This design comes from an exercise in tuning for small area, a short achievable clock period and few clock cycles per item on the open sky130 flow, not from production work.
At most, simulation tests tie the RTL to the original design; equivalence was not proved.
For runs 1, 2 and 6, only the layout was checked, not whether the RTL still works.

==> design.v <==
package aes_sbox_pkg;
   typedef logic [7:0] byte_t;
endpackage
module sbox_lane_s1 (
   input  logic [7:0] in_byte,
   input  logic       inv,
   output logic [11:0] cut
);
   wire w_y0 = in_byte[0];
   wire w_y1 = in_byte[1];
   wire w_y2 = in_byte[2];
   wire w_y3 = in_byte[3];
   wire w_y4 = in_byte[4];
   wire w_y5 = in_byte[5];
   wire w_y6 = in_byte[6];
   wire w_y7 = in_byte[7];
   wire w_inv = inv;
   wire w_ai2 = w_y1 ^ w_y4;
   wire w_ai7 = w_y6 ^ w_ai2;
   wire w_ya7 = w_ai7;
   wire w_U0 = w_inv ? w_ya7 : w_y7;
   wire w_ai3 = w_y3 ^ w_y6;
   wire w_ai5 = w_y1 ^ w_ai3;
   wire w_ya4 = w_ai5;
   wire w_U3 = w_inv ? w_ya4 : w_y4;
   wire w_T1 = w_U0 ^ w_U3;
   wire w_ai1 = w_y2 ^ w_y7;
   wire w_ai11 = w_y4 ^ w_ai1;
   wire w_ya5 = w_ai11;
   wire w_U2 = w_inv ? w_ya5 : w_y5;
   wire w_ai6 = w_y7 ^ w_ai2;
   wire w_ya2 = ~w_ai6;
   wire w_U5 = w_inv ? w_ya2 : w_y2;
   wire w_T12 = w_U2 ^ w_U5;
   wire w_T27 = w_T1 ^ w_T12;
   wire w_T4 = w_U3 ^ w_U5;
   wire w_ai9 = w_y5 ^ w_ai1;
   wire w_ya0 = ~w_ai9;
   wire w_U7 = w_inv ? w_ya0 : w_y0;
   wire w_ai0 = w_y0 ^ w_y5;
   wire w_ai8 = w_y3 ^ w_ai0;
   wire w_ya6 = w_ai8;
   wire w_U1 = w_inv ? w_ya6 : w_y6;
   wire w_T7 = w_U1 ^ w_U2;
   wire w_T18 = w_U3 ^ w_U7;
   wire w_T19 = w_T7 ^ w_T18;
   wire w_T20 = w_T1 ^ w_T19;
   wire w_ai10 = w_y2 ^ w_ai0;
   wire w_ya3 = w_ai10;
   wire w_U4 = w_inv ? w_ya3 : w_y3;
   wire w_ai4 = w_y0 ^ w_ai3;
   wire w_ya1 = w_ai4;
   wire w_U6 = w_inv ? w_ya1 : w_y1;
   wire w_T5 = w_U4 ^ w_U6;
   wire w_T6 = w_T1 ^ w_T5;
   wire w_T10 = w_T6 ^ w_T7;
   wire w_T3 = w_U0 ^ w_U6;
   wire w_M4 = w_T19 & w_U7;
   wire w_T13 = w_T3 ^ w_T4;
   wire w_M1 = w_T13 & w_T6;
   wire w_M5 = w_M4 ^ w_M1;
   wire w_T2 = w_U0 ^ w_U5;
   wire w_T24 = w_T2 ^ w_T10;
   wire w_M17 = w_M5 ^ w_T24;
   wire w_M14 = w_T2 & w_T10;
   wire w_T11 = w_U1 ^ w_U5;
   wire w_T15 = w_T5 ^ w_T11;
   wire w_M11 = w_T1 & w_T15;
   wire w_M15 = w_M14 ^ w_M11;
   wire w_M21 = w_M17 ^ w_M15;
   wire w_T9 = w_U7 ^ w_T7;
   wire w_T16 = w_T5 ^ w_T12;
   wire w_T17 = w_T9 ^ w_T16;
   wire w_M9 = w_T20 & w_T17;
   wire w_M6 = w_T3 & w_T16;
   wire w_M10 = w_M9 ^ w_M6;
   wire w_M19 = w_M10 ^ w_M15;
   wire w_T25 = w_T20 ^ w_T17;
   wire w_M23 = w_M19 ^ w_T25;
   wire w_T26 = w_T3 ^ w_T16;
   wire w_M8 = w_T26 ^ w_M6;
   wire w_T21 = w_U6 ^ w_U7;
   wire w_T22 = w_T7 ^ w_T21;
   wire w_M7 = w_T22 & w_T9;
   wire w_M18 = w_M8 ^ w_M7;
   wire w_M12 = w_T4 & w_T27;
   wire w_M13 = w_M12 ^ w_M11;
   wire w_M22 = w_M18 ^ w_M13;
   wire w_T14 = w_T6 ^ w_T11;
   wire w_M3 = w_T14 ^ w_M1;
   wire w_T23 = w_T2 ^ w_T22;
   wire w_T8 = w_U7 ^ w_T6;
   wire w_M2 = w_T23 & w_T8;
   wire w_M16 = w_M3 ^ w_M2;
   wire w_M20 = w_M16 ^ w_M13;
   wire w_M25 = w_M22 & w_M20;
   wire w_M28 = w_M23 ^ w_M25;
   wire w_M27 = w_M20 ^ w_M21;
   wire w_M29 = w_M28 & w_M27;
   wire w_M37 = w_M21 ^ w_M29;
   wire w_M31 = w_M20 & w_M23;
   wire w_M32 = w_M27 & w_M31;
   wire w_M33 = w_M27 ^ w_M25;
   wire w_M38 = w_M32 ^ w_M33;
   wire w_M26 = w_M21 ^ w_M25;
   wire w_M24 = w_M22 ^ w_M23;
   wire w_M30 = w_M26 & w_M24;
   wire w_M39 = w_M23 ^ w_M30;
   wire w_M34 = w_M21 & w_M22;
   wire w_M35 = w_M24 & w_M34;
   wire w_M36 = w_M24 ^ w_M25;
   wire w_M40 = w_M35 ^ w_M36;
   assign cut[0] = w_T27;
   assign cut[1] = w_T4;
   assign cut[2] = w_U7;
   assign cut[3] = w_T20;
   assign cut[4] = w_T10;
   assign cut[5] = w_T1;
   assign cut[6] = w_T3;
   assign cut[7] = w_T6;
   assign cut[8] = w_M37;
   assign cut[9] = w_M38;
   assign cut[10] = w_M39;
   assign cut[11] = w_M40;
endmodule
module sbox_lane_s2 (
   input  logic [11:0] cut,
   input  logic       inv,
   output logic [7:0] out_byte
);
   wire w_r_T27 = cut[0];
   wire w_r_T4 = cut[1];
   wire w_r_U7 = cut[2];
   wire w_r_T20 = cut[3];
   wire w_r_T10 = cut[4];
   wire w_r_T1 = cut[5];
   wire w_r_T3 = cut[6];
   wire w_r_T6 = cut[7];
   wire w_r_M37 = cut[8];
   wire w_r_M38 = cut[9];
   wire w_r_M39 = cut[10];
   wire w_r_M40 = cut[11];
   wire w_invq = inv;
   wire w_s2_M37 = w_r_M37;
   wire w_s2_M39 = w_r_M39;
   wire w_M42 = w_s2_M37 ^ w_s2_M39;
   wire w_s2_M38 = w_r_M38;
   wire w_s2_M40 = w_r_M40;
   wire w_M41 = w_s2_M38 ^ w_s2_M40;
   wire w_M45 = w_M42 ^ w_M41;
   wire w_s2_T4 = w_r_T4;
   wire w_M62 = w_M45 & w_s2_T4;
   wire w_M43 = w_s2_M37 ^ w_s2_M38;
   wire w_tb6 = w_r_T27 ^ w_r_T6;
   wire w_s2_T16 = w_tb6;
   wire w_M49 = w_M43 & w_s2_T16;
   wire w_s2_T1 = w_r_T1;
   wire w_M61 = w_M42 & w_s2_T1;
   wire w_L5 = w_M49 ^ w_M61;
   wire w_L6 = w_M62 ^ w_L5;
   wire w_M44 = w_s2_M39 ^ w_s2_M40;
   wire w_tb4 = w_r_T4 ^ w_r_T3;
   wire w_s2_T13 = w_tb4;
   wire w_M55 = w_M44 & w_s2_T13;
   wire w_tb3 = w_r_U7 ^ w_r_T6;
   wire w_tb8 = w_r_T10 ^ w_tb3;
   wire w_s2_T9 = w_tb8;
   wire w_M50 = w_s2_M38 & w_s2_T9;
   wire w_tb0 = w_r_T4 ^ w_r_T1;
   wire w_tb1 = w_r_T20 ^ w_r_T3;
   wire w_tb9 = w_tb0 ^ w_tb1;
   wire w_s2_T23 = w_tb9;
   wire w_M56 = w_s2_M40 & w_s2_T23;
   wire w_L1 = w_M50 ^ w_M56;
   wire w_L15 = w_M55 ^ w_L1;
   wire w_tb2 = w_r_T27 ^ w_r_T10;
   wire w_s2_T15 = w_tb2;
   wire w_M52 = w_M42 & w_s2_T15;
   wire w_s2_T27 = w_r_T27;
   wire w_M53 = w_M45 & w_s2_T27;
   wire w_L9 = w_M52 ^ w_M53;
   wire w_L24 = w_L15 ^ w_L9;
   wire w_S0 = w_L6 ^ w_L24;
   wire w_s7 = w_S0;
   wire w_s2_T10 = w_r_T10;
   wire w_M54 = w_M41 & w_s2_T10;
   wire w_s2_T3 = w_r_T3;
   wire w_M58 = w_M43 & w_s2_T3;
   wire w_L4 = w_M54 ^ w_M58;
   wire w_L10 = w_M53 ^ w_L4;
   wire w_L25 = w_L6 ^ w_L10;
   wire w_s2_T20 = w_r_T20;
   wire w_M60 = w_s2_M37 & w_s2_T20;
   wire w_s2_T6 = w_r_T6;
   wire w_M46 = w_M44 & w_s2_T6;
   wire w_s2_U7 = w_r_U7;
   wire w_M48 = w_s2_M39 & w_s2_U7;
   wire w_L2 = w_M46 ^ w_M48;
   wire w_L11 = w_M60 ^ w_L2;
   wire w_tb5 = w_r_T20 ^ w_r_T1;
   wire w_s2_T19 = w_tb5;
   wire w_M57 = w_s2_M39 & w_s2_T19;
   wire w_L17 = w_M57 ^ w_L1;
   wire w_L29 = w_L11 ^ w_L17;
   wire w_S5 = w_L25 ^ w_L29;
   wire w_s2 = w_S5;
   wire w_s2_T2 = w_tb0;
   wire w_M63 = w_M41 & w_s2_T2;
   wire w_L19 = w_M63 ^ w_L4;
   wire w_L14 = w_M52 ^ w_M61;
   wire w_L28 = w_L11 ^ w_L14;
   wire w_S2 = ~(w_L19 ^ w_L28);
   wire w_s5 = w_S2;
   wire w_zi1 = w_s2 ^ w_s5;
   wire w_zi9 = w_s7 ^ w_zi1;
   wire w_z0 = ~w_zi9;
   wire w_tb7 = w_r_U7 ^ w_tb2;
   wire w_s2_T17 = w_tb7;
   wire w_M51 = w_s2_M37 & w_s2_T17;
   wire w_s2_T22 = w_tb1;
   wire w_M59 = w_s2_M38 & w_s2_T22;
   wire w_L8 = w_M51 ^ w_M59;
   wire w_L18 = w_M58 ^ w_L8;
   wire w_L23 = w_L18 ^ w_L2;
   wire w_S7 = ~(w_L6 ^ w_L23);
   wire w_o0 = w_invq ? w_z0 : w_S7;
   wire w_L0 = w_M61 ^ w_M62;
   wire w_L16 = w_M56 ^ w_L0;
   wire w_s2_T8 = w_tb3;
   wire w_M47 = w_s2_M40 & w_s2_T8;
   wire w_L3 = w_M47 ^ w_M55;
   wire w_L7 = w_M46 ^ w_L3;
   wire w_L26 = w_L7 ^ w_L9;
   wire w_S1 = ~(w_L16 ^ w_L26);
   wire w_s6 = w_S1;
   wire w_s0 = w_S7;
   wire w_L20 = w_L0 ^ w_L1;
   wire w_L12 = w_M48 ^ w_M51;
   wire w_L22 = w_L3 ^ w_L12;
   wire w_S4 = w_L20 ^ w_L22;
   wire w_s3 = w_S4;
   wire w_zi3 = w_s0 ^ w_s3;
   wire w_zi7 = w_s6 ^ w_zi3;
   wire w_z1 = w_zi7;
   wire w_L13 = w_M50 ^ w_L0;
   wire w_L27 = w_L8 ^ w_L10;
   wire w_S6 = ~(w_L13 ^ w_L27);
   wire w_o1 = w_invq ? w_z1 : w_S6;
   wire w_s1 = w_S6;
   wire w_L21 = w_L1 ^ w_L7;
   wire w_S3 = w_L6 ^ w_L21;
   wire w_s4 = w_S3;
   wire w_zi2 = w_s4 ^ w_s7;
   wire w_zi4 = w_s1 ^ w_zi2;
   wire w_z2 = ~w_zi4;
   wire w_o2 = w_invq ? w_z2 : w_S5;
   wire w_zi10 = w_s0 ^ w_zi1;
   wire w_z3 = w_zi10;
   wire w_o3 = w_invq ? w_z3 : w_S4;
   wire w_zi0 = w_s1 ^ w_s6;
   wire w_zi11 = w_s3 ^ w_zi0;
   wire w_z4 = w_zi11;
   wire w_o4 = w_invq ? w_z4 : w_S3;
   wire w_zi5 = w_s2 ^ w_zi2;
   wire w_z5 = w_zi5;
   wire w_o5 = w_invq ? w_z5 : w_S2;
   wire w_zi8 = w_s5 ^ w_zi3;
   wire w_z6 = w_zi8;
   wire w_o6 = w_invq ? w_z6 : w_S1;
   wire w_zi6 = w_s4 ^ w_zi0;
   wire w_z7 = w_zi6;
   wire w_o7 = w_invq ? w_z7 : w_S0;
   assign out_byte[0] = w_o0;
   assign out_byte[1] = w_o1;
   assign out_byte[2] = w_o2;
   assign out_byte[3] = w_o3;
   assign out_byte[4] = w_o4;
   assign out_byte[5] = w_o5;
   assign out_byte[6] = w_o6;
   assign out_byte[7] = w_o7;
endmodule
module sbox_subbytes_pipe
#(
   parameter int N_BYTES = 16
) (
   input  logic                 clk,
   input  logic                 rst_n,
   input  logic                 in_valid,
   output logic                 in_ready,
   input  logic [8*N_BYTES-1:0] in_data,
   input  logic                 in_inv,
   output logic                 out_valid,
   input  logic                 out_ready,
   output logic [8*N_BYTES-1:0] out_data,
   output logic                 out_inv,
   output logic                 busy
);
   localparam int NC = 12;    
   logic                     vld_q;
   logic                     inv_q;
   logic [N_BYTES*NC-1:0]    cut_d, cut_q;
   logic                     adv;
   assign adv = !vld_q || out_ready;
   generate
      for (genvar i = 0; i < N_BYTES; i++) begin : g_lane
         sbox_lane_s1 u_s1 (
            .in_byte (in_data[8*i +: 8]),
            .inv     (in_inv),
            .cut     (cut_d[NC*i +: NC])
         );
         sbox_lane_s2 u_s2 (
            .cut      (cut_q[NC*i +: NC]),
            .inv      (inv_q),
            .out_byte (out_data[8*i +: 8])
         );
      end
   endgenerate
   always_ff @(posedge clk) begin
      if (!rst_n)   vld_q <= 1'b0;
      else if (adv) vld_q <= in_valid;
      if (adv) begin
         cut_q <= cut_d;
         inv_q <= in_inv;
      end
   end
   assign in_ready  = adv;
   assign out_valid = vld_q;
   assign out_inv   = inv_q;
   assign busy      = vld_q;
endmodule
==> run.sh <==
#!/bin/bash
# synth_recipe.tcl (not shown) runs the flow's synth.tcl, then flattens the netlist and writes it again
# the make line also repeats each setting of config.mk as NAME=value (left out here)
make -C /OpenROAD-flow-scripts/flow DESIGN_CONFIG=/design/flow/config.mk WORK_HOME=/design/flow/orfs CLKGATE_MAP_FILE= SYNTH_SCRIPT=/design/flow/synth_recipe.tcl finish
==> config.mk <==
export PLATFORM = sky130hd
export DESIGN_NAME = sbox_subbytes_pipe
export DESIGN_NICKNAME = sbox_subbytes_pipe
export VERILOG_FILES = /design/flow/design.v
export SDC_FILE = /design/flow/constraint.sdc
export NUM_CORES = 4
export LEC_CHECK = 0
export ABC_AREA = 1
export CAP_MARGIN = 20
export CELL_PAD_IN_SITES_DETAIL_PLACEMENT = 1
export CELL_PAD_IN_SITES_GLOBAL_PLACEMENT = 2
export CORE_MARGIN = 2
export CORE_UTILIZATION = 50
export PLACE_DENSITY = 0.6
export SLEW_MARGIN = 20
==> constraint.sdc <==
create_clock -name core_clock -period 5.0 [get_ports {clk}]
set_input_delay 1.0000 -clock core_clock [delete_from_list [all_inputs] [get_ports {clk}]]
set_output_delay 1.0000 -clock core_clock [all_outputs]
set_load 0.01 [all_outputs]
==> impl_metrics.csv, run 1 <==
group,metric,value,unit
synthesis,yosys.area.top_type_share,0.362,
synthesis,synth_area_leader_cell,"nand2_1",
synthesis,ys_top_cells_by_area,"nand2_1 (36%), edfxtp_1 (14%), xor2_1 (11%), nand3_1 (9.6%), xnor2_1 (7.3%)",
run_status,failed_stage,"global placement without I/O",
synthesis,async_reset_ff_frac,0,
synthesis,seq_area_frac_synth,0.145,
synthesis,syn_nets,7427,
run_status,stop_error,"[ERROR GPL-0301] Utilization 108.682 % exceeds 100%.",
floorplanning,start_util,0.507,
synthesis,synth_edf_count,193,
synthesis,netlist_instances,7262,
synthesis,syn_area_per_cell,5.54,sq um
floorplanning,die_w,288,um
synthesis,synthFlopType,"edfxtp_1",
floorplanning,num_rows,103,
synthesis,ys_types,49,
synthesis,ys_top_cells_by_count,"nand2_1 (3878), nand3_1 (771), inv_1 (677)",
run_status,status,"aborted with a tool error",
synthesis,ys_ff_latch,194,
floorplanning,fp.dieH,288,um
synthesis,syn_area,0.0402,sq mm
synthesis,ys_warn_count,1,
synthesis,yosysMostFrequentCell,"nand2_1",
[cells by family after synthesis]
family,synth area share
xor+xnor,0.206
simple gates,0.506
compound gates,0.0308
flops,0.145
buf+inv,0.103
fa+ha+maj,0.00996
==> run 2, diff against run 1 <==
==> flow/run.sh (new file) <==
#!/bin/bash
# Own flow: the standard layout (standard.sh) with two changes:
#  - synthesis maps the logic with flow/abc.script in place of ORFS's abc_area.script
#    (registers, flattening and renaming are the standard synthesis's);
#  - the port buffers that the standard flow inserts are sky130_fd_sc_hd__buf_2 cells
#    instead of the tool's default pick.
# Each step's full output goes to its own log file in this folder.
set -euo pipefail
cd "$(dirname "$0")/.."
rm -rf myscripts
cp -r "$FLOW_HOME/scripts" myscripts
cp flow/abc.script myscripts/abc_area.script
bash standard.sh SCRIPTS_DIR="$PWD/myscripts" synth > synth.log 2>&1
bash standard.sh BUFFER_PORTS_ARGS="-buffer_cell sky130_fd_sc_hd__buf_2" finish > layout.log 2>&1
==> flow/abc.script (new file) <==
strash
dch
map -D 3000
topo
stime -c
buffer -c
upsize -c
dnsize -c
==> standard.sh (new file) <==
#!/bin/bash
# synth_recipe.tcl (not shown) runs the flow's synth.tcl, then flattens the netlist and writes it again
# the make line also repeats each setting of config.mk as NAME=value (left out here)
make -C /OpenROAD-flow-scripts/flow DESIGN_CONFIG=/design/flow/config.mk WORK_HOME=/design/flow/orfs CLKGATE_MAP_FILE= SYNTH_SCRIPT=/design/flow/synth_recipe.tcl "${@:-finish}"
--- a/config.mk
+++ b/config.mk
@@ -9,7 +9,7 @@
 export CAP_MARGIN = 20
-export CELL_PAD_IN_SITES_DETAIL_PLACEMENT = 1
-export CELL_PAD_IN_SITES_GLOBAL_PLACEMENT = 2
+export CELL_PAD_IN_SITES_DETAIL_PLACEMENT = 0
+export CELL_PAD_IN_SITES_GLOBAL_PLACEMENT = 1
 export CORE_MARGIN = 2
 export CORE_UTILIZATION = 50
-export PLACE_DENSITY = 0.6
+export PLACE_DENSITY = 0.62
 export SLEW_MARGIN = 20
removed: run.sh
==> impl_metrics.csv, run 2 <==
group,metric,value,unit
layout,area_delta_synth_final,5.78,%
placed_design,portBuffers,264,
grt,grt_pass1_wl,110000,um
synthesis,synth_simple_gate_area_frac,0.179,
detailed_routing,drt-pass1-iter-count,5,
placed_design,gp_congestion,0.888,
timing,worst_pin_slew,862,ps
placed_design,placed_area,0.0323,sq mm
synthesis,yosysMostFrequentCell,"nand2_1",
timing,skew,10.2,ps
synthesis,syn_area_per_cell,7.12,sq um
layout,drive_gt1_frac,0.0991,
synthesis,ys_warn_count,1,
layout,final_util,0.535,
floorplanning,core,0.0616,sq mm
grt,grt_pass1_vias,23100,
layout,instances_no_fill,5339,
synthesis,ys_top_cells_by_count,"nand2_1 (876), xor2_1 (721), xnor2_1 (637)",
detailed_routing,drc,0,
synthesis,syn_nets,4541,
synthesis,synth_area_leader_cell,"xor2_1",
layout,largest_reg_flops,192,
floorplanning,die_area,0.0643,sq mm
clock_tree,cts_resized,0,
timing,layout_setup_ws,284,ps
clock_tree,clk_path_buf_depth,2,
synthesis,async_reset_ff_frac,0,
synthesis,ys_types,54,
clock_tree,clk_pin_slew,70,ps
synthesis,synth_compound_area_frac,0.102,
clock_tree,cts_buffers,17,
floorplanning,die_w,254,um
synthesis,yosys.area_share.adder,0.0129,
critical_path,path_class,"flop to output pin",
clock_tree,clock-sinks,194,
critical_path,worst-path-max-fanout,4,
detailed_routing,postRouteAntennaNets,0,
detailed_routing,wirelength,65800,um
run_status,status,"no timing/DRC/antenna violations",
synthesis,synthFlopType,"edfxtp_1",
synthesis,synth.area.mux_share,0.00418,
clock_tree,cts_tree,"yes",
critical_path,arrival,3720,ps
clock_tree,hold_buffers,0,
critical_path,required,4000,ps
layout,final_common_cell,"nand2_1",
grt,gr-total-overflow,0,
clock_tree,clk_latency,480,ps
layout,regMostFlops,"cut_q",
critical_path,endpoint_kind,"output pin",
floorplanning,start_util,0.506,
placed_design,dp_cells,5305,
synthesis,netlist_instances,4376,
timing,fin_crit_sh,0.943,
synthesis,synth_edf_count,193,
clock_tree,cts_setup_buffers,0,
placed_design,place_ws,430,ps
layout,fin_nets,4652,
synthesis,syn_area,0.0312,sq mm
critical_path,r2r_start,"vld_q$_SDFFE_PN0P_",
timing,fin_crit,4720,ps
clock_tree,clock-root-buffer,"clkbuf_16",
synthesis,yosys.area.top_type_share,0.203,
floorplanning,fp.dieH,254,um
layout,top_regs,"cut_q: 192 flops, inv_q: 1 flops, vld_q: 1 flops",
grt,grt_start_max_net_pins,129,
placed_design,dp_hpwl,56100,um
timing,slew_viol_final,0,
timing,slew_headroom,0.425,
synthesis,ys_ff_latch,194,
synthesis,synth_top_family_by_area,"XOR/XNOR gates",
grt,antenna_found_initial,2,
layout,fillCellCount,6252,
job,cap_viol_max_count,0,
detailed_routing,routed_via_density,4.61,
timing,hold_viol_final,0,
layout,layout_common_cells,"nand2_1 (875), xor2_1 (721), xnor2_1 (637), inv_1 (589), nor2_1 (323)",
grt,grt_usage,0.206,
detailed_routing,vias,24600,
hold_path,hp-class,"input pin to flop",
timing,fmax,212,MHz
detailed_routing,post_drt_wl_per_cell,12.3,um
synthesis,ys_top_cells_by_area,"xor2_1 (20%), edfxtp_1 (19%), xnor2_1 (18%), nand2_1 (11%), inv_1 (7.1%)",
detailed_routing,drt_iter0_drc,1005,
synthesis,seq_area_frac_synth,0.187,
clock_tree,htree_levels,4,
floorplanning,pin_count,265,
hold_path,hold_start,"in_valid",
layout,design_area,0.0330,sq mm
critical_path,start_kind,"flop",
synthesis,synth_xor_area_frac,0.399,
timing,setup-violations-final,0,
timing,rsz0062_at_grt,"no",
timing,setup_tns,0,ps
floorplanning,num_rows,91,
critical_path,startpoint,"cut_q[155]$_DFFE_PP_",
-- run 2: layer usage --
layer | global-route usage | wire [um] | vias to the layer above
li1 | - | - | 13600
met1 | 0.260 | 30600 | 10700
met2 | 0.370 | 32300 | 223
met3 | 0.0237 | 1500 | 61
met4 | 0.0603 | 1460 | 0
met5 | 0 | 0 | -
-- run 2: cell type report --
class / instances / area [sq um] / share of cell area
Timing Repair Buffer: 276 / 1460 / 0.0442
Sequential cell: 194 / 5820 / 0.176
Clock inverter: 15 / 203 / 0.00615
Multi-Input combinational cell: 3398 / 21700 / 0.660
Antenna cell: 2 / 5.00 / 0.000152
Clock buffer: 17 / 425 / 0.0129
Tap cell: 837 / 1050 / 0.0318
Inverter: 600 / 2260 / 0.0686
-- run 2: kinds of logic after synthesis --
kind of cell	Yosys count
DFF	194
xor gates and xnor gates	1389
AOI/OAI and AO/OA	583
muxes	13
buffers and inverters	784
adders and majority gates	32
and+or+nand+nor	1381
-- run 2: path summary, 6_finish.rpt --
check	endpoint	slack [ps]	cells past startpoint
setup / recovery	out_data[101]	280	13
hold / removal	vld_q$_SDFFE_PN0P_	750	3
setup reg to reg	cut_q[185]$_DFFE_PP_	3160	2
hold reg to reg	vld_q$_SDFFE_PN0P_	1030	2
-- run 2: worst max-delay path: stages, from the launching register on --
cell and delay (ps):
edfxtp_1 440, inv_1 140, nand2_1 60, nand2_1 120, xnor2_1 100, nor2_1 120, xor2_1 420, xnor2_1 230
xnor2_1 290, xor2_1 350, xnor2_1 180, xor2_1 160, o21ai_0 410, buf_2 220
-- run 2: through the flow --
| stage | hold slack (ps) |
|---|---|
| floorplan | 1100 |
| global placement | 1070 |
| detailed placement | 1100 |
| CTS | 714 |
| global route | 735 |
| finish | 753 |
==> run 3, diff against run 2 <==
--- a/design.v
+++ b/design.v
@@ -297,8 +297,11 @@
 );
+   localparam int DW = 8*N_BYTES;
    localparam int NC = 12;    
-   logic                     vld_q;
-   logic                     inv_q;
-   logic [N_BYTES*NC-1:0]    cut_d, cut_q;
-   logic                     adv;
-   assign adv = !vld_q || out_ready;
+   logic                  vld0_q, vld1_q;
+   logic                  inv0_q, inv1_q;
+   logic [N_BYTES*NC-1:0] cut_d, cut_q;
+   logic [DW-1:0]         sub_d, sub_q;
+   logic                  adv0, adv1;
+   assign adv1 = !vld1_q || out_ready;
+   assign adv0 = !vld0_q || adv1;
    generate
@@ -312,4 +315,4 @@
             .cut      (cut_q[NC*i +: NC]),
-            .inv      (inv_q),
-            .out_byte (out_data[8*i +: 8])
+            .inv      (inv0_q),
+            .out_byte (sub_d[8*i +: 8])
          );
@@ -318,13 +321,23 @@
    always_ff @(posedge clk) begin
-      if (!rst_n)   vld_q <= 1'b0;
-      else if (adv) vld_q <= in_valid;
-      if (adv) begin
-         cut_q <= cut_d;
-         inv_q <= in_inv;
+      if (!rst_n) begin
+         vld0_q <= 1'b0;
+         vld1_q <= 1'b0;
+      end else begin
+         if (adv0) vld0_q <= in_valid;
+         if (adv1) vld1_q <= vld0_q;
+      end
+      if (adv0) begin
+         cut_q  <= cut_d;
+         inv0_q <= in_inv;
+      end
+      if (adv1) begin
+         sub_q  <= sub_d;
+         inv1_q <= inv0_q;
       end
    end
-   assign in_ready  = adv;
-   assign out_valid = vld_q;
-   assign out_inv   = inv_q;
-   assign busy      = vld_q;
+   assign in_ready  = adv0;
+   assign out_valid = vld1_q;
+   assign out_data  = sub_q;
+   assign out_inv   = inv1_q;
+   assign busy      = vld0_q | vld1_q;
 endmodule
--- a/config.mk
+++ b/config.mk
@@ -14,2 +14,3 @@
 export PLACE_DENSITY = 0.62
+export SETUP_SLACK_MARGIN = 1.3
 export SLEW_MARGIN = 20
==> impl_metrics.csv, run 3 <==
group,metric,value,unit
grt,grt_pass1_wl,122000,um
critical_path,path_class,"input pin to flop",
clock_tree,hold_buffers,0,
hold_path,hold_path_end,"vld1_q$_SDFFE_PN0P_",
timing,hold_viol_final,0,
placed_design,dp_cells,5464,
detailed_routing,routed_via_density,4.73,
grt,grt_usage,0.210,
job,cap_viol_max_count,0,
timing,slew_viol_final,0,
detailed_routing,postRouteAntennaNets,0,
critical_path,r2r_start,"cut_q[105]$_DFFE_PP_",
critical_path,worst-path-max-fanout,45,
layout,drive_gt1_frac,0.135,
detailed_routing,wirelength,76100,um
synthesis,seq_area_frac_synth,0.285,
detailed_routing,drt-pass1-iter-count,7,
floorplanning,die_area,0.0702,sq mm
synthesis,ys_top_cells_by_count,"nand2_1 (890), xor2_1 (705), xnor2_1 (648)",
clock_tree,clock-root-buffer,"clkbuf_16",
timing,skew,13.0,ps
critical_path,start_kind,"input pin",
timing,slew_headroom,0.367,
critical_path,rrSetupSlack,1790,ps
synthesis,ys_top_cells_by_area,"edfxtp_1 (28%), xor2_1 (18%), xnor2_1 (17%), nand2_1 (9.8%), inv_1 (6.2%)",
layout,regMostFlops,"cut_q",
synthesis,ys_warn_count,1,
synthesis,synth_edf_count,322,
detailed_routing,drt_iter0_drc,937,
placed_design,dp_hpwl,59600,um
synthesis,yosys.area.top_type_share,0.284,
hold_path,hp-class,"flop to flop",
timing,fin_crit,3510,ps
synthesis,syn_area_per_cell,7.80,sq um
layout,final_common_cell,"nand2_1",
grt,grt_pass1_vias,25100,
floorplanning,core,0.0673,sq mm
clock_tree,clk_path_buf_depth,3,
placed_design,gp_congestion,0.868,
critical_path,worstReg2RegEnd,"sub_q[67]$_DFFE_PP_",
hold_path,whs_path_depth,2,
timing,setup_tns,0,ps
timing,fmax,284,MHz
clock_tree,clock-sinks,324,
detailed_routing,post_drt_wl_per_cell,13.7,um
synthesis,ys_types,48,
synthesis,async_reset_ff_frac,0,
synthesis,syn_nets,4533,
critical_path,arrival,3840,ps
layout,instances_no_fill,5574,
grt,antenna_found_initial,13,
clock_tree,cts_tree,"yes",
synthesis,ys_ff_latch,324,
timing,fin_crit_sh,0.703,
critical_path,endpoint_kind,"flop",
detailed_routing,drc,0,
floorplanning,num_rows,95,
timing,setup-violations-final,0,
floorplanning,pin_count,265,
synthesis,netlist_instances,4368,
grt,grt_start_max_net_pins,115,
layout,final_util,0.575,
layout,largest_reg_flops,192,
timing,worst_pin_slew,949,ps
hold_path,hold_start,"vld0_q$_SDFFE_PN0P_",
run_status,status,"no timing/DRC/antenna violations",
floorplanning,fp.dieH,265,um
synthesis,synthFlopType,"edfxtp_1",
placed_design,portBuffers,264,
timing,rsz0062_at_grt,"yes",
synthesis,yosysMostFrequentCell,"nand2_1",
clock_tree,clk_latency,580,ps
synthesis,synth_area_leader_cell,"edfxtp_1",
clock_tree,cts_buffers,43,
layout,area_delta_synth_final,13.6,%
synthesis,syn_area,0.0341,sq mm
grt,gr-total-overflow,0,
layout,top_regs,"cut_q: 192 flops, sub_q: 128 flops",
critical_path,required,5320,ps
floorplanning,start_util,0.506,
floorplanning,die_w,265,um
clock_tree,clk_pin_slew,50,ps
layout,fin_nets,4829,
clock_tree,htree_levels,2,
detailed_routing,vias,26400,
layout,layout_common_cells,"nand2_1 (881), xor2_1 (685), xnor2_1 (612), inv_1 (562), edfxtp_1 (322)",
critical_path,reg2regPathDepth,11,
==> run 3: cell count changes after synthesis, sizes merged, moves of 7 or more <==
| cell | before | now |
|---|---|---|
| xnor2 | 658 | 670 |
| a211oi | 7 | 14 |
| inv | 600 | 585 |
| xor2 | 731 | 716 |
| buf | 158 | 29 |
| o21ai | 364 | 351 |
| nand3 | 67 | 85 |
| nand2 | 890 | 909 |
| edfxtp | 193 | 322 |
| nor2 | 328 | 306 |
==> run 3: worst max path at each step <==
| stage | slack, ps | depth (start not counted) | end | from |
|---|---|---|---|---|
| after floorplan | 1270 | 15 | cut_q[9]$_DFFE_PP_ | in_inv |
| after global placement | 530 | 18 | cut_q[83]$_DFFE_PP_ | in_inv |
| after detailed placement | 490 | 18 | cut_q[83]$_DFFE_PP_ | in_inv |
| after CTS | 1320 | 18 | cut_q[178]$_DFFE_PP_ | in_inv |
| after global routing | 1260 | 17 | cut_q[95]$_DFFE_PP_ | in_data[56] |
| final | 1490 | 19 | cut_q[178]$_DFFE_PP_ | in_inv |
==> run 3: kinds of logic (layout without fill, tap and decap cells) <==
kind of cell,count (synthesis),after routing,synth area share
other,0,4,0
AND/OR/NAND/NOR,1402,1402,0.167
adder cells (fa/ha/maj),32,32,0.0118
flip-flops,324,324,0.285
buffers and inverters,643,972,0.0748
AO/OA/AOI/OAI,564,564,0.0915
multiplexers,17,17,0.00500
XOR/XNOR,1386,1386,0.364
==> run 3: area by class of cell <==
cell class	instances	area (sq um)
inverters	589	2240
clock buffers	52	1150
diodes	4	10.0
multi-input cells	3401	22400
fillers	6339	28600
repair inverters	1	11.3
repair buffers	304	1790
clock inverters	26	259
well taps	873	1090
flip-flops and latches	324	9710
==> run 3: metrics by stage <==
step | instance area (sq um) | worst slack [ps] | hold slack, ps
finish | 38700 | 1490 | 489
CTS | 38000 | 1320 | 492
global route | 38700 | 1260 | 526
detailed placement | 36500 | 489 | 484
floorplan | 34300 | 1270 | 424
global placement | 36500 | 533 | 480
==> run 3: layer usage <==
layer  routed length (um)  global-route usage  share of wire  vias up
met5                   87                   0         0.0011        -
met4                 1420              0.0510          0.019       16
met3                 2900              0.0354          0.038       90
met2                36700               0.367           0.48      320
met1                35000               0.270           0.46    11700
li1                     -                   -              -    14300
==> run 3: critical path, stage by stage <==
cell     delay (ps)
buf_16          160
buf_16          230
nand2_1         110
o21ai_2         110
inv_1           110
or2_0           210
nand2_1         120
inv_1            80
nand2_1          60
nand2_1         130
xnor2_1         180
ha_1            240
xnor2_2         190
xor2_1          240
xor2_2          230
buf_4           150
nor2_1           30
nor2_1          100
a21oi_1          80
==> run 3: repair_timing <==
item / CTS / global route
gates cloned: 0 / 5
buffers inserted: 2 / 21
resized for setup: 2 / 76
endpoints found under the setup margin: 39 / 64
pin swaps: 0 / 17
Testbench counts of run 3, summed over its fixed seeds: cycles 8,016, items 8,000.
==> run 4, diff against run 3 <==
--- a/config.mk
+++ b/config.mk
@@ -14,3 +14,3 @@
 export PLACE_DENSITY = 0.62
-export SETUP_SLACK_MARGIN = 1.3
+export SETUP_SLACK_MARGIN = 1.7
 export SLEW_MARGIN = 20
==> impl_metrics.csv, run 4 <==
group,metric,value,unit
run_status,status,"no timing/DRC/antenna violations",
layout,top_regs,"cut_q: 192 flops, sub_q: 128 flops",
hold_path,whs_path_depth,2,
critical_path,r2r_start,"cut_q[55]$_DFFE_PP_",
hold_path,hold_start,"vld0_q$_SDFFE_PN0P_",
critical_path,crit_chain,"buf_12 -> xnor2_4 -> xor2_1 -> nand2_1 -> o21ai_4 -> inv_2 -> or2_1 -> nand2_2 -> inv_2 -> nand2_2 -> nand2_2 -> xnor2_2 -> ha_1 -> xnor2_1 -> xor2_1 -> xor2_2 -> o21ai_1 -> xor2_1",
critical_path,path_class,"input pin to flop",
synthesis,synthFlopType,"edfxtp_1",
grt,grt_pass1_vias,26100,
detailed_routing,drt-pass1-iter-count,5,
grt,grt_start_max_net_pins,150,
synthesis,syn_area_per_cell,7.80,sq um
clock_tree,clock-sinks,324,
detailed_routing,drt_iter0_drc,1208,
floorplanning,fp.dieH,265,um
layout,layout_common_cells,"nand2_1 (805), xor2_1 (595), inv_1 (515), xnor2_1 (504), edfxtp_1 (322)",
placed_design,place_ws,604,ps
layout,final_common_cell,"nand2_1",
critical_path,worst-path-max-fanout,5,
detailed_routing,top_layer,"met5",
placed_design,placed_area,0.0370,sq mm
job,cap_viol_max_count,0,
critical_path,path_delay_family,"XOR/XNOR gates",
critical_path,rrSetupSlack,1920,ps
detailed_routing,routed_via_density,4.83,
clock_tree,clk_latency,580,ps
layout,regMostFlops,"cut_q",
clock_tree,clock-root-buffer,"clkbuf_16",
detailed_routing,wirelength,84500,um
synthesis,ys_warn_count,1,
placed_design,portBuffers,264,
timing,fin_crit_sh,0.675,
synthesis,synth_edf_count,322,
layout,fin_nets,5013,
floorplanning,die_w,265,um
clock_tree,htree_levels,2,
grt,antenna_found_initial,9,
grt,gr-total-overflow,0,
detailed_routing,post_drt_wl_per_cell,14.7,um
critical_path,slowest_stage,"ha_1",
timing,hold_viol_final,0,
timing,whs,497,ps
synthesis,ys_types,48,
clock_tree,hold_buffers,0,
synthesis,syn_area,0.0341,sq mm
floorplanning,pin_count,265,
hold_path,hp-class,"flop to flop",
grt,grt_usage,0.225,
synthesis,synth_area_leader_cell,"edfxtp_1",
timing,layout_setup_ws,1630,ps
clock_tree,clk_path_buf_depth,3,
synthesis,seq_area_frac_synth,0.285,
layout,design_area,0.0440,sq mm
detailed_routing,vias,27800,
hold_path,hold_path_end,"vld1_q$_SDFFE_PN0P_",
timing,setup_tns,0,ps
timing,slew_headroom,0.386,
synthesis,yosys.area.top_type_share,0.284,
detailed_routing,drc,0,
detailed_routing,wl_met3,3050,um
layout,area_delta_synth_final,29.2,%
detailed_routing,dr_wl_met2,42300,um
critical_path,start_kind,"input pin",
grt,grt_pass1_wl,130000,um
layout,drive_gt1_frac,0.262,
critical_path,required,5330,ps
synthesis,syn_nets,4533,
clock_tree,clk_pin_slew,60,ps
synthesis,ys_top_cells_by_area,"edfxtp_1 (28%), xor2_1 (18%), xnor2_1 (17%), nand2_1 (9.8%), inv_1 (6.2%)",
layout,largest_reg_flops,192,
critical_path,slowest_delay,300,ps
floorplanning,num_rows,95,
synthesis,ys_ff_latch,324,
timing,fin_crit,3370,ps
timing,slew_viol_final,0,
clock_tree,cts_buffers,41,
critical_path,reg2regPathDepth,10,
synthesis,yosysMostFrequentCell,"nand2_1",
floorplanning,start_util,0.506,
timing,skew,25.0,ps
placed_design,gp_congestion,0.862,
timing,setup-violations-final,0,
synthesis,netlist_instances,4368,
critical_path,worstReg2RegEnd,"sub_q[35]$_DFFE_PP_",
detailed_routing,wl_met1,36700,um
clock_tree,cts_tree,"yes",
synthesis,ys_top_cells_by_count,"nand2_1 (890), xor2_1 (705), xnor2_1 (648)",
detailed_routing,postRouteAntennaNets,0,
critical_path,arrival,3700,ps
critical_path,critical_path_buf_inv_count,3,
floorplanning,core,0.0673,sq mm
critical_path,endpoint_kind,"flop",
floorplanning,die_area,0.0702,sq mm
timing,fmax,297,MHz
timing,worst_pin_slew,921,ps
synthesis,async_reset_ff_frac,0,
placed_design,dp_hpwl,60700,um
timing,rsz0062_at_grt,"yes",
[run 4: cell counts after synthesis]
No cell type changed its count.
[run 4: worst register-to-register path, stage by stage, from the launching register on]
cell	delay, ps
edfxtp_1	440
xnor2_1	280
nor2_1	70
nor3_1	380
xor2_1	460
xnor2_1	140
xnor2_1	150
xnor2_1	250
xor2_1	280
xnor2_1	90
o21ai_0	330
[run 4: cells by family after synthesis]
family / share of synthesized area
and+or+nand+nor: 0.167
xor gates and xnor gates: 0.364
buffers and inverters: 0.0748
AOI/OAI and AO/OA: 0.0915
DFF: 0.285
adders and majority gates: 0.0118
muxes: 0.00500
[run 4: final cells by class]
class | count | area, sq um
diodes | 1 | 2.50
clock buffers | 49 | 1060
clock inverters | 25 | 347
fillers | 5757 | 23300
inverters | 589 | 2260
multi-input cells | 3401 | 25800
flip-flops and latches | 324 | 9710
well taps | 873 | 1090
repair buffers | 489 | 3660
repair inverters | 2 | 27.5
[run 4: how the worst max path moves through the flow]
stage | from | to | slack (ps) | cells after the start
global placement | in_inv | cut_q[153]$_DFFE_PP_ | 670 | 17
finish | in_data[121] | cut_q[189]$_DFFE_PP_ | 1630 | 18
detailed placement | in_inv | cut_q[153]$_DFFE_PP_ | 600 | 17
CTS | in_inv | cut_q[178]$_DFFE_PP_ | 1660 | 19
global route | in_data[35] | cut_q[58]$_DFFE_PP_ | 1430 | 21
floorplan | in_inv | cut_q[178]$_DFFE_PP_ | 1270 | 16
[run 4: per-stage QoR]
| stage | cells | utilization |
|---|---|---|
| final | 5753 | 0.654 |
| after global routing | 5753 | 0.654 |
| after CTS | 5595 | 0.592 |
| after detailed placement | 5460 | 0.550 |
| after global placement | 5460 | 0.550 |
| after floorplan | 4368 | - |
[run 4: timing repair]
action	4_1_cts	5_1_grt
gates cloned	9	3
pin swaps	69	295
setup buffers	52	153
resized for setup	149	614
setup endpoints to repair	64	86
[run 4: routing by layer]
layer,vias to the layer above,track usage
met2,407,0.395
li1,14600,-
met4,16,0.0673
met1,12600,0.287
met5,-,0
met3,131,0.0313
==> run 5, diff against run 4 <==
--- a/config.mk
+++ b/config.mk
@@ -14,3 +14,2 @@
 export PLACE_DENSITY = 0.62
-export SETUP_SLACK_MARGIN = 1.7
 export SLEW_MARGIN = 20
==> impl_metrics.csv, run 5 <==
group,metric,value,unit
clock_tree,clock-sinks,324,
critical_path,critical_path.endpoint,"cut_q[178]$_DFFE_PP_",
timing,fin_crit,3870,ps
layout,drive_gt1_frac,0.110,
grt,grt_start_max_net_pins,128,
detailed_routing,routed_via_density,4.73,
placed_design,dp_cells,5466,
critical_path,start_kind,"input pin",
synthesis,async_reset_ff_frac,0,
grt,grt_pass1_wl,123000,um
timing,layout_setup_ws,1130,ps
critical_path,path_class,"input pin to flop",
placed_design,place_ws,545,ps
grt,antenna_found_initial,14,
critical_path,endpoint_kind,"flop",
critical_path,r2r_start,"cut_q[57]$_DFFE_PP_",
layout,layout_common_cells,"nand2_1 (889), xor2_1 (705), xnor2_1 (648), inv_1 (562), edfxtp_1 (322)",
detailed_routing,wirelength,74800,um
synthesis,yosys.area.top_type_share,0.284,
job,cap_viol_max_count,0,
critical_path,rrSetupSlack,1720,ps
clock_tree,hold_buffers,0,
synthesis,seq_area_frac_synth,0.285,
timing,slew_viol_final,0,
synthesis,synth_area_leader_cell,"edfxtp_1",
synthesis,syn_nets,4533,
layout,fin_nets,4802,
floorplanning,start_util,0.506,
floorplanning,die_area,0.0702,sq mm
placed_design,portBuffers,264,
layout,top_regs,"cut_q: 192 flops, sub_q: 128 flops",
grt,grt_usage,0.212,
floorplanning,die_w,265,um
detailed_routing,drt_iter0_drc,1107,
synthesis,ys_ff_latch,324,
layout,final_util,0.560,
synthesis,ys_top_cells_by_area,"edfxtp_1 (28%), xor2_1 (18%), xnor2_1 (17%), nand2_1 (9.8%), inv_1 (6.2%)",
layout,area_delta_synth_final,10.7,%
critical_path,arrival,4180,ps
detailed_routing,drc,0,
synthesis,netlist_instances,4368,
synthesis,synthFlopType,"edfxtp_1",
clock_tree,cts_resized,0,
timing,hold_viol_final,0,
clock_tree,clock-root-buffer,"clkbuf_16",
clock_tree,clk_path_buf_depth,3,
synthesis,syn_area,0.0341,sq mm
critical_path,required,5310,ps
floorplanning,core,0.0673,sq mm
detailed_routing,vias,26200,
layout,instances_no_fill,5548,
critical_path,reg2regPathDepth,12,
clock_tree,cts_buffers,42,
timing,rsz0062_at_grt,"no",
floorplanning,fp.dieH,265,um
timing,setup-violations-final,0,
clock_tree,htree_levels,2,
critical_path,startpoint,"in_inv",
synthesis,syn_area_per_cell,7.80,sq um
clock_tree,cts_tree,"yes",
layout,largest_reg_flops,192,
placed_design,gp_congestion,0.851,
floorplanning,pin_count,265,
layout,regMostFlops,"cut_q",
hold_path,hold_start,"vld0_q$_SDFFE_PN0P_",
synthesis,ys_warn_count,1,
timing,fin_crit_sh,0.773,
timing,skew,19.2,ps
timing,slew_headroom,0.430,
timing,fmax,259,MHz
detailed_routing,postRouteAntennaNets,0,
clock_tree,cts_setup_buffers,0,
clock_tree,clk_latency,570,ps
synthesis,ys_types,48,
timing,worst_pin_slew,855,ps
synthesis,ys_top_cells_by_count,"nand2_1 (890), xor2_1 (705), xnor2_1 (648)",
detailed_routing,drt-pass1-iter-count,5,
critical_path,worst-path-max-fanout,28,
hold_path,hp-class,"flop to flop",
timing,setup_tns,0,ps
run_status,status,"no timing/DRC/antenna violations",
grt,gr-total-overflow,0,
clock_tree,clk_pin_slew,50,ps
synthesis,yosysMostFrequentCell,"nand2_1",
detailed_routing,post_drt_wl_per_cell,13.5,um
synthesis,synth_edf_count,322,
critical_path,worstReg2RegEnd,"sub_q[37]$_DFFE_PP_",
layout,final_common_cell,"nand2_1",
placed_design,dp_hpwl,60700,um
floorplanning,num_rows,95,
grt,grt_pass1_vias,25100,
## run 5: layout make-up
cell class	instances	area, sq um
tap	873	1090
antenna	5	12.5
timing repair buffer	279	1510
fill	6445	29600
clock inverter	23	228
clock buffer	54	1120
multi-input combinational	3401	21800
inverter	589	2220
sequential	324	9710
## run 5: critical path, cell delays in order
cell and delay [ps]:
clkbuf_8 140, inv_2 290, buf_12 240, a21oi_1 50, o21ai_0 90, o21ai_2 130
or2_1 220, nand2_1 120, inv_1 90, nand2_1 70, nand2_1 130, xnor2_1 180
ha_1 220, xnor2_1 280, xor2_1 200, xor2_1 330, nand2_1 170, nor2_1 150
a21oi_1 60
## run 5: routing by layer
layer,track usage,up-vias,part of all wire
met5,0,-,0.0012
met4,0.0470,14,0.019
met1,0.277,11500,0.47
met2,0.364,389,0.46
met3,0.0396,110,0.049
li1,-,14200,-
## run 5: worst min path at each step
stage	to	slack [ps]	depth (start not counted)
6_report	vld1_q$_SDFFE_PN0P_	490	2
5_1_grt	vld1_q$_SDFFE_PN0P_	520	2
4_1_cts	vld1_q$_SDFFE_PN0P_	490	2
3_5_place_dp	vld1_q$_SDFFE_PN0P_	490	2
3_3_place_gp	vld1_q$_SDFFE_PN0P_	490	2
2_1_floorplan	inv1_q$_DFFE_PP_	420	0
## run 5: stage by stage
| stage | cell area (sq um) | hold WS (ps) |
|---|---|---|
| floorplan | 34100 | 424 |
| global placement | 36300 | 485 |
| detailed placement | 36300 | 487 |
| CTS | 37700 | 495 |
| global route | 37700 | 521 |
| finish | 37700 | 489 |
## run 5: kinds of logic (layout without fill, tap and decap cells)
logic type | Yosys count | after routing | synth area share
compound gates | 564 | 564 | 0.0915
xor+xnor | 1386 | 1386 | 0.364
fa+ha+maj | 32 | 32 | 0.0118
buf+inv | 643 | 945 | 0.0748
flops | 324 | 324 | 0.285
mux | 17 | 17 | 0.00500
other cells | 0 | 5 | 0
simple gates | 1402 | 1402 | 0.167
==> run 6, diff against run 5 <==
--- a/design.v
+++ b/design.v
@@ -6,3 +6,3 @@
    input  logic       inv,
-   output logic [11:0] cut
+   output logic [7:0] cut
 );
@@ -22,6 +22,15 @@
    wire w_ai3 = w_y3 ^ w_y6;
-   wire w_ai5 = w_y1 ^ w_ai3;
-   wire w_ya4 = w_ai5;
-   wire w_U3 = w_inv ? w_ya4 : w_y4;
-   wire w_T1 = w_U0 ^ w_U3;
+   wire w_ai4 = w_y0 ^ w_ai3;
+   wire w_ya1 = w_ai4;
+   wire w_U6 = w_inv ? w_ya1 : w_y1;
+   wire w_T3 = w_U0 ^ w_U6;
+   wire w_ai6 = w_y7 ^ w_ai2;
+   wire w_ya2 = ~w_ai6;
+   wire w_U5 = w_inv ? w_ya2 : w_y2;
+   wire w_T2 = w_U0 ^ w_U5;
+   wire w_ai0 = w_y0 ^ w_y5;
+   wire w_ai10 = w_y2 ^ w_ai0;
+   wire w_ya3 = w_ai10;
+   wire w_U4 = w_inv ? w_ya3 : w_y3;
+   wire w_T5 = w_U4 ^ w_U6;
    wire w_ai1 = w_y2 ^ w_y7;
@@ -30,12 +39,8 @@
    wire w_U2 = w_inv ? w_ya5 : w_y5;
-   wire w_ai6 = w_y7 ^ w_ai2;
-   wire w_ya2 = ~w_ai6;
-   wire w_U5 = w_inv ? w_ya2 : w_y2;
    wire w_T12 = w_U2 ^ w_U5;
-   wire w_T27 = w_T1 ^ w_T12;
-   wire w_T4 = w_U3 ^ w_U5;
-   wire w_ai9 = w_y5 ^ w_ai1;
-   wire w_ya0 = ~w_ai9;
-   wire w_U7 = w_inv ? w_ya0 : w_y0;
-   wire w_ai0 = w_y0 ^ w_y5;
+   wire w_T16 = w_T5 ^ w_T12;
+   wire w_ai5 = w_y1 ^ w_ai3;
+   wire w_ya4 = w_ai5;
+   wire w_U3 = w_inv ? w_ya4 : w_y4;
+   wire w_T1 = w_U0 ^ w_U3;
    wire w_ai8 = w_y3 ^ w_ai0;
@@ -44,2 +49,5 @@
    wire w_T7 = w_U1 ^ w_U2;
+   wire w_ai9 = w_y5 ^ w_ai1;
+   wire w_ya0 = ~w_ai9;
+   wire w_U7 = w_inv ? w_ya0 : w_y0;
    wire w_T18 = w_U3 ^ w_U7;
@@ -47,22 +55,54 @@
    wire w_T20 = w_T1 ^ w_T19;
-   wire w_ai10 = w_y2 ^ w_ai0;
-   wire w_ya3 = w_ai10;
-   wire w_U4 = w_inv ? w_ya3 : w_y3;
-   wire w_ai4 = w_y0 ^ w_ai3;
-   wire w_ya1 = w_ai4;
-   wire w_U6 = w_inv ? w_ya1 : w_y1;
-   wire w_T5 = w_U4 ^ w_U6;
    wire w_T6 = w_T1 ^ w_T5;
    wire w_T10 = w_T6 ^ w_T7;
-   wire w_T3 = w_U0 ^ w_U6;
+   wire w_T9 = w_U7 ^ w_T7;
+   wire w_T17 = w_T9 ^ w_T16;
+   wire w_T11 = w_U1 ^ w_U5;
+   wire w_T15 = w_T5 ^ w_T11;
+   assign cut[0] = w_T3;
+   assign cut[1] = w_T2;
+   assign cut[2] = w_T16;
+   assign cut[3] = w_T1;
+   assign cut[4] = w_T20;
+   assign cut[5] = w_T10;
+   assign cut[6] = w_T17;
+   assign cut[7] = w_T15;
+endmodule
+module sbox_lane_s2 (
+   input  logic [7:0] cut_in,
+   output logic [11:0] cut_out
+);
+   wire w_a_T3 = cut_in[0];
+   wire w_a_T2 = cut_in[1];
+   wire w_a_T16 = cut_in[2];
+   wire w_a_T1 = cut_in[3];
+   wire w_a_T20 = cut_in[4];
+   wire w_a_T10 = cut_in[5];
+   wire w_a_T17 = cut_in[6];
+   wire w_a_T15 = cut_in[7];
+   wire w_ta0 = w_a_T10 ^ w_a_T15;
+   wire w_T27 = w_ta0;
+   wire w_ta3 = w_a_T2 ^ w_a_T1;
+   wire w_T4 = w_ta3;
+   wire w_ta11 = w_a_T17 ^ w_a_T15;
+   wire w_U7 = w_ta11;
+   wire w_T20 = w_a_T20;
+   wire w_T10 = w_a_T10;
+   wire w_T1 = w_a_T1;
+   wire w_T3 = w_a_T3;
+   wire w_ta4 = w_a_T16 ^ w_ta0;
+   wire w_T6 = w_ta4;
+   wire w_ta9 = w_a_T1 ^ w_a_T20;
+   wire w_T19 = w_ta9;
    wire w_M4 = w_T19 & w_U7;
-   wire w_T13 = w_T3 ^ w_T4;
+   wire w_ta5 = w_a_T3 ^ w_ta3;
+   wire w_T13 = w_ta5;
    wire w_M1 = w_T13 & w_T6;
    wire w_M5 = w_M4 ^ w_M1;
-   wire w_T2 = w_U0 ^ w_U5;
-   wire w_T24 = w_T2 ^ w_T10;
+   wire w_ta10 = w_a_T2 ^ w_a_T10;
+   wire w_T24 = w_ta10;
    wire w_M17 = w_M5 ^ w_T24;
+   wire w_T2 = w_a_T2;
    wire w_M14 = w_T2 & w_T10;
-   wire w_T11 = w_U1 ^ w_U5;
-   wire w_T15 = w_T5 ^ w_T11;
+   wire w_T15 = w_a_T15;
    wire w_M11 = w_T1 & w_T15;
@@ -70,6 +110,5 @@
    wire w_M21 = w_M17 ^ w_M15;
-   wire w_T9 = w_U7 ^ w_T7;
-   wire w_T16 = w_T5 ^ w_T12;
-   wire w_T17 = w_T9 ^ w_T16;
+   wire w_T17 = w_a_T17;
    wire w_M9 = w_T20 & w_T17;
+   wire w_T16 = w_a_T16;
    wire w_M6 = w_T3 & w_T16;
@@ -77,8 +116,12 @@
    wire w_M19 = w_M10 ^ w_M15;
-   wire w_T25 = w_T20 ^ w_T17;
+   wire w_ta8 = w_a_T20 ^ w_a_T17;
+   wire w_T25 = w_ta8;
    wire w_M23 = w_M19 ^ w_T25;
-   wire w_T26 = w_T3 ^ w_T16;
+   wire w_ta7 = w_a_T3 ^ w_a_T16;
+   wire w_T26 = w_ta7;
    wire w_M8 = w_T26 ^ w_M6;
-   wire w_T21 = w_U6 ^ w_U7;
-   wire w_T22 = w_T7 ^ w_T21;
+   wire w_ta1 = w_a_T3 ^ w_a_T20;
+   wire w_T22 = w_ta1;
+   wire w_ta2 = w_a_T16 ^ w_a_T17;
+   wire w_T9 = w_ta2;
    wire w_M7 = w_T22 & w_T9;
@@ -88,6 +131,9 @@
    wire w_M22 = w_M18 ^ w_M13;
-   wire w_T14 = w_T6 ^ w_T11;
+   wire w_ta12 = w_a_T1 ^ w_a_T15;
+   wire w_T14 = w_ta12;
    wire w_M3 = w_T14 ^ w_M1;
-   wire w_T23 = w_T2 ^ w_T22;
-   wire w_T8 = w_U7 ^ w_T6;
+   wire w_ta13 = w_a_T2 ^ w_ta1;
+   wire w_T23 = w_ta13;
+   wire w_ta6 = w_a_T10 ^ w_ta2;
+   wire w_T8 = w_ta6;
    wire w_M2 = w_T23 & w_T8;
@@ -112,16 +158,16 @@
    wire w_M40 = w_M35 ^ w_M36;
-   assign cut[0] = w_T27;
-   assign cut[1] = w_T4;
-   assign cut[2] = w_U7;
-   assign cut[3] = w_T20;
-   assign cut[4] = w_T10;
-   assign cut[5] = w_T1;
-   assign cut[6] = w_T3;
-   assign cut[7] = w_T6;
-   assign cut[8] = w_M37;
-   assign cut[9] = w_M38;
-   assign cut[10] = w_M39;
-   assign cut[11] = w_M40;
+   assign cut_out[0] = w_T27;
+   assign cut_out[1] = w_T4;
+   assign cut_out[2] = w_U7;
+   assign cut_out[3] = w_T20;
+   assign cut_out[4] = w_T10;
+   assign cut_out[5] = w_T1;
+   assign cut_out[6] = w_T3;
+   assign cut_out[7] = w_T6;
+   assign cut_out[8] = w_M37;
+   assign cut_out[9] = w_M38;
+   assign cut_out[10] = w_M39;
+   assign cut_out[11] = w_M40;
 endmodule
-module sbox_lane_s2 (
+module sbox_lane_s3 (
    input  logic [11:0] cut,
@@ -298,9 +344,12 @@
    localparam int DW = 8*N_BYTES;
-   localparam int NC = 12;    
-   logic                  vld0_q, vld1_q;
-   logic                  inv0_q, inv1_q;
-   logic [N_BYTES*NC-1:0] cut_d, cut_q;
+   localparam int NA = 8;    
+   localparam int NB = 12;    
+   logic                  vld0_q, vld1_q, vld2_q;
+   logic                  inv0_q, inv1_q, inv2_q;
+   logic [N_BYTES*NA-1:0] a_d, a_q;
+   logic [N_BYTES*NB-1:0] b_d, b_q;
    logic [DW-1:0]         sub_d, sub_q;
-   logic                  adv0, adv1;
-   assign adv1 = !vld1_q || out_ready;
+   logic                  adv0, adv1, adv2;
+   assign adv2 = !vld2_q || out_ready;
+   assign adv1 = !vld1_q || adv2;
    assign adv0 = !vld0_q || adv1;
@@ -311,7 +360,11 @@
             .inv     (in_inv),
-            .cut     (cut_d[NC*i +: NC])
+            .cut     (a_d[NA*i +: NA])
          );
          sbox_lane_s2 u_s2 (
-            .cut      (cut_q[NC*i +: NC]),
-            .inv      (inv0_q),
+            .cut_in  (a_q[NA*i +: NA]),
+            .cut_out (b_d[NB*i +: NB])
+         );
+         sbox_lane_s3 u_s3 (
+            .cut      (b_q[NB*i +: NB]),
+            .inv      (inv1_q),
             .out_byte (sub_d[8*i +: 8])
@@ -324,2 +377,3 @@
          vld1_q <= 1'b0;
+         vld2_q <= 1'b0;
       end else begin
@@ -327,5 +381,6 @@
          if (adv1) vld1_q <= vld0_q;
+         if (adv2) vld2_q <= vld1_q;
       end
       if (adv0) begin
-         cut_q  <= cut_d;
+         a_q    <= a_d;
          inv0_q <= in_inv;
@@ -333,11 +388,15 @@
       if (adv1) begin
-         sub_q  <= sub_d;
+         b_q    <= b_d;
          inv1_q <= inv0_q;
       end
+      if (adv2) begin
+         sub_q  <= sub_d;
+         inv2_q <= inv1_q;
+      end
    end
    assign in_ready  = adv0;
-   assign out_valid = vld1_q;
+   assign out_valid = vld2_q;
    assign out_data  = sub_q;
-   assign out_inv   = inv1_q;
-   assign busy      = vld0_q | vld1_q;
+   assign out_inv   = inv2_q;
+   assign busy      = vld0_q | vld1_q | vld2_q;
 endmodule
==> impl_metrics.csv, run 6 <==
group,metric,value,unit
critical_path,worst-path-max-fanout,66,
clock_tree,clock-sinks,454,
synthesis,yosysMostFrequentCell,"xor2_1",
grt,grt_usage,0.197,
synthesis,yosys.area.top_type_share,0.361,
detailed_routing,drt_iter0_drc,1022,
layout,area_delta_synth_final,11.4,%
timing,rsz0062_at_grt,"no",
clock_tree,clock-root-buffer,"clkbuf_16",
critical_path,endpoint_kind,"output pin",
grt,gr-total-overflow,0,
synthesis,netlist_instances,4222,
detailed_routing,postRouteAntennaNets,0,
timing,fin_crit_sh,0.678,
placed_design,gp_congestion,0.833,
layout,fillCellCount,6941,
placed_design,dp_hpwl,60700,um
synthesis,ys_ff_latch,454,
hold_path,hp-class,"flop to flop",
layout,final_common_cell,"xor2_1",
clock_tree,hold_buffers,0,
placed_design,portBuffers,264,
timing,setup-violations-final,0,
clock_tree,clk_pin_slew,60,ps
critical_path,path_class,"input pin to output pin",
critical_path,start_kind,"input pin",
clock_tree,htree_levels,2,
detailed_routing,drc,0,
layout,multi_input_area,0.0220,sq mm
synthesis,synth_edf_count,451,
synthesis,syn_nets,4403,
floorplanning,die_w,278,um
placed_design,place_ws,1600,ps
floorplanning,fp.dieH,278,um
critical_path,required,4000,ps
detailed_routing,wirelength,75700,um
floorplanning,core,0.0743,sq mm
synthesis,synth_area_leader_cell,"edfxtp_1",
critical_path,arrival,2390,ps
clock_tree,cts_buffers,54,
floorplanning,start_util,0.505,
synthesis,ys_top_cells_by_area,"edfxtp_1 (36%), xor2_1 (20%), xnor2_1 (16%), nand2_1 (6.6%), inv_1 (4.6%)",
detailed_routing,post_drt_wl_per_cell,13.7,um
timing,hold_viol_final,0,
timing,layout_setup_ws,1610,ps
layout,regMostFlops,"b_q",
layout,drive_gt1_frac,0.107,
layout,fin_nets,4682,
clock_tree,clk_path_buf_depth,3,
layout,layout_common_cells,"xor2_1 (836), xnor2_1 (689), nand2_1 (658), inv_1 (456), edfxtp_1 (451)",
synthesis,synthFlopType,"edfxtp_1",
synthesis,seq_area_frac_synth,0.363,
detailed_routing,routed_via_density,4.66,
grt,grt_start_max_net_pins,190,
timing,fin_crit,3390,ps
layout,top_regs,"b_q: 192 flops, a_q: 128 flops, sub_q: 128 flops",
layout,largest_reg_flops,192,
synthesis,ys_types,39,
synthesis,syn_area,0.0375,sq mm
layout,design_area,0.0418,sq mm
floorplanning,num_rows,100,
timing,slew_viol_final,0,
grt,grt_pass1_vias,25300,
timing,slew_headroom,0.403,
grt,antenna_found_initial,28,
layout,regArea,0.0136,sq mm
clock_tree,cts_tree,"yes",
clock_tree,clk_latency,610,ps
synthesis,ys_warn_count,1,
floorplanning,pin_count,265,
run_status,status,"no timing/DRC/antenna violations",
clock_tree,cts_resized,0,
detailed_routing,vias,25700,
synthesis,syn_area_per_cell,8.89,sq um
detailed_routing,drt-pass1-iter-count,5,
synthesis,async_reset_ff_frac,0,
job,cap_viol_max_count,0,
clock_tree,cts_setup_buffers,0,
synthesis,ys_top_cells_by_count,"xor2_1 (836), xnor2_1 (689), nand2_1 (660)",
timing,fmax,295,MHz
timing,worst_pin_slew,893,ps
grt,grt_pass1_wl,125000,um
placed_design,placed_area,0.0401,sq mm
floorplanning,die_area,0.0773,sq mm
timing,skew,13.1,ps
[run 6: cell count changes in the layout (fill, tap and decap cells not counted), moves of 13 or more]
| cell | delta |
|---|---|
| nand2_1 | -231 |
| xor2_1 | +131 |
| edfxtp_1 | +129 |
| inv_1 | -106 |
| o21ai_2 | -44 |
| nor2_1 | +42 |
| xnor2_1 | +41 |
| a21oi_1 | -36 |
| o21ai_1 | -36 |
| xor2_2 | +19 |
| ha_1 | +16 |
| nand2_2 | -15 |
| inv_2 | -14 |
| nand3b_1 | -13 |
[run 6: area by class of cell]
cell class | instances | share of cell area
timing repair buffer | 275 | 0.0349
clock buffer | 62 | 0.0335
multi-input combinational | 3248 | 0.527
inverter | 468 | 0.0424
antenna | 9 | 0.000539
clock inverter | 37 | 0.00763
sequential | 454 | 0.325
tap | 969 | 0.0290
[run 6: critical path: stages]
cell and delay [ps]:
buf_2 110, clkinvlp_4 100, nand2_8 200, nor2_4 280, nand2_8 320, buf_2 290
[run 6: worst paths after layout]
kind / start / endpoint / slack [ps] / cells past startpoint
worst max-delay path: out_ready / in_ready / 1610 / 6
worst min-delay path: inv0_q$_DFFE_PP_ / inv1_q$_DFFE_PP_ / 430 / 0
worst max register to register: b_q[119]$_DFFE_PP_ / sub_q[74]$_DFFE_PP_ / 1970 / 11
worst min register to register: inv0_q$_DFFE_PP_ / inv1_q$_DFFE_PP_ / 430 / 0
[run 6: metal layers]
layer,routed length [um],track usage,vias up
met5,93,0,-
li1,-,-,13900
met1,34100,0.251,11400
met3,3570,0.0353,108
met2,36300,0.345,293
met4,1670,0.0474,16
[run 6: through the flow]
stage               hold WS [ps]  cells  utilization  setup TNS (ps)
floorplan                    400   4222            -          -16420
global placement             429   5414        0.539               0
detailed placement           417   5414        0.539               0
CTS                          431   5513        0.562               0
global route                 436   5517        0.562               0
finish                       428   5522        0.562               0
[run 6: logic make-up (layout without fill, tap and decap cells)]
group	Yosys count	in the layout	share of synthesized area
xor+xnor	1569	1569	0.376
simple gates	1175	1175	0.127
buf+inv	520	842	0.0520
flops	454	454	0.363
compound gates	429	429	0.0595
fa+ha+maj	48	48	0.0160
mux	27	27	0.00720
other cells	0	9	0

what the ideal ports hide:
In the flow no input, the clock included, has a driving cell. The finished layouts below were timed again as built, in two steps.
Step 1 sets driving cells, clkbuf_16 on the clock port and buf_2 on the other inputs (assumed; they add their load-dependent delay and slew).
Step 2 also shifts input and output timing later by t, the mid clock arrival at the registers, as if the neighbouring blocks saw the same clock.
Three values: ideal ports, drivers, drivers and shift; two values: the first two.
run | t, ns | slack for setup (ns) | hold slack, ns | worst setup path at the end | pins driven straight from the clock port
run 2 | 0.542 | 0.284 / 0.221 / 0.439 | 0.753 / 0.712 / 1.034 | input to register | 1
run 3 | 0.638 | 1.485 / 1.461 / 0.823 | 0.489 / 0.489 / 0.489 | input to register | 1
run 4 | 0.629 | 1.627 / 1.465 / 0.837 | 0.497 / 0.497 / 0.497 | input to register | 1
run 5 | 0.626 | 1.135 / 1.167 / 0.541 | 0.489 / 0.489 / 0.489 | input to register | 1
run 6 | 0.671 | 1.608 / 1.581 / 1.581 | 0.428 / 0.428 / 0.428 | input to output | 1
After both steps every run listed still meets setup and hold. For run 4, which loses most, drivers alone change the setup slack by -0.162 ns; drivers and shift together by -0.790 ns.
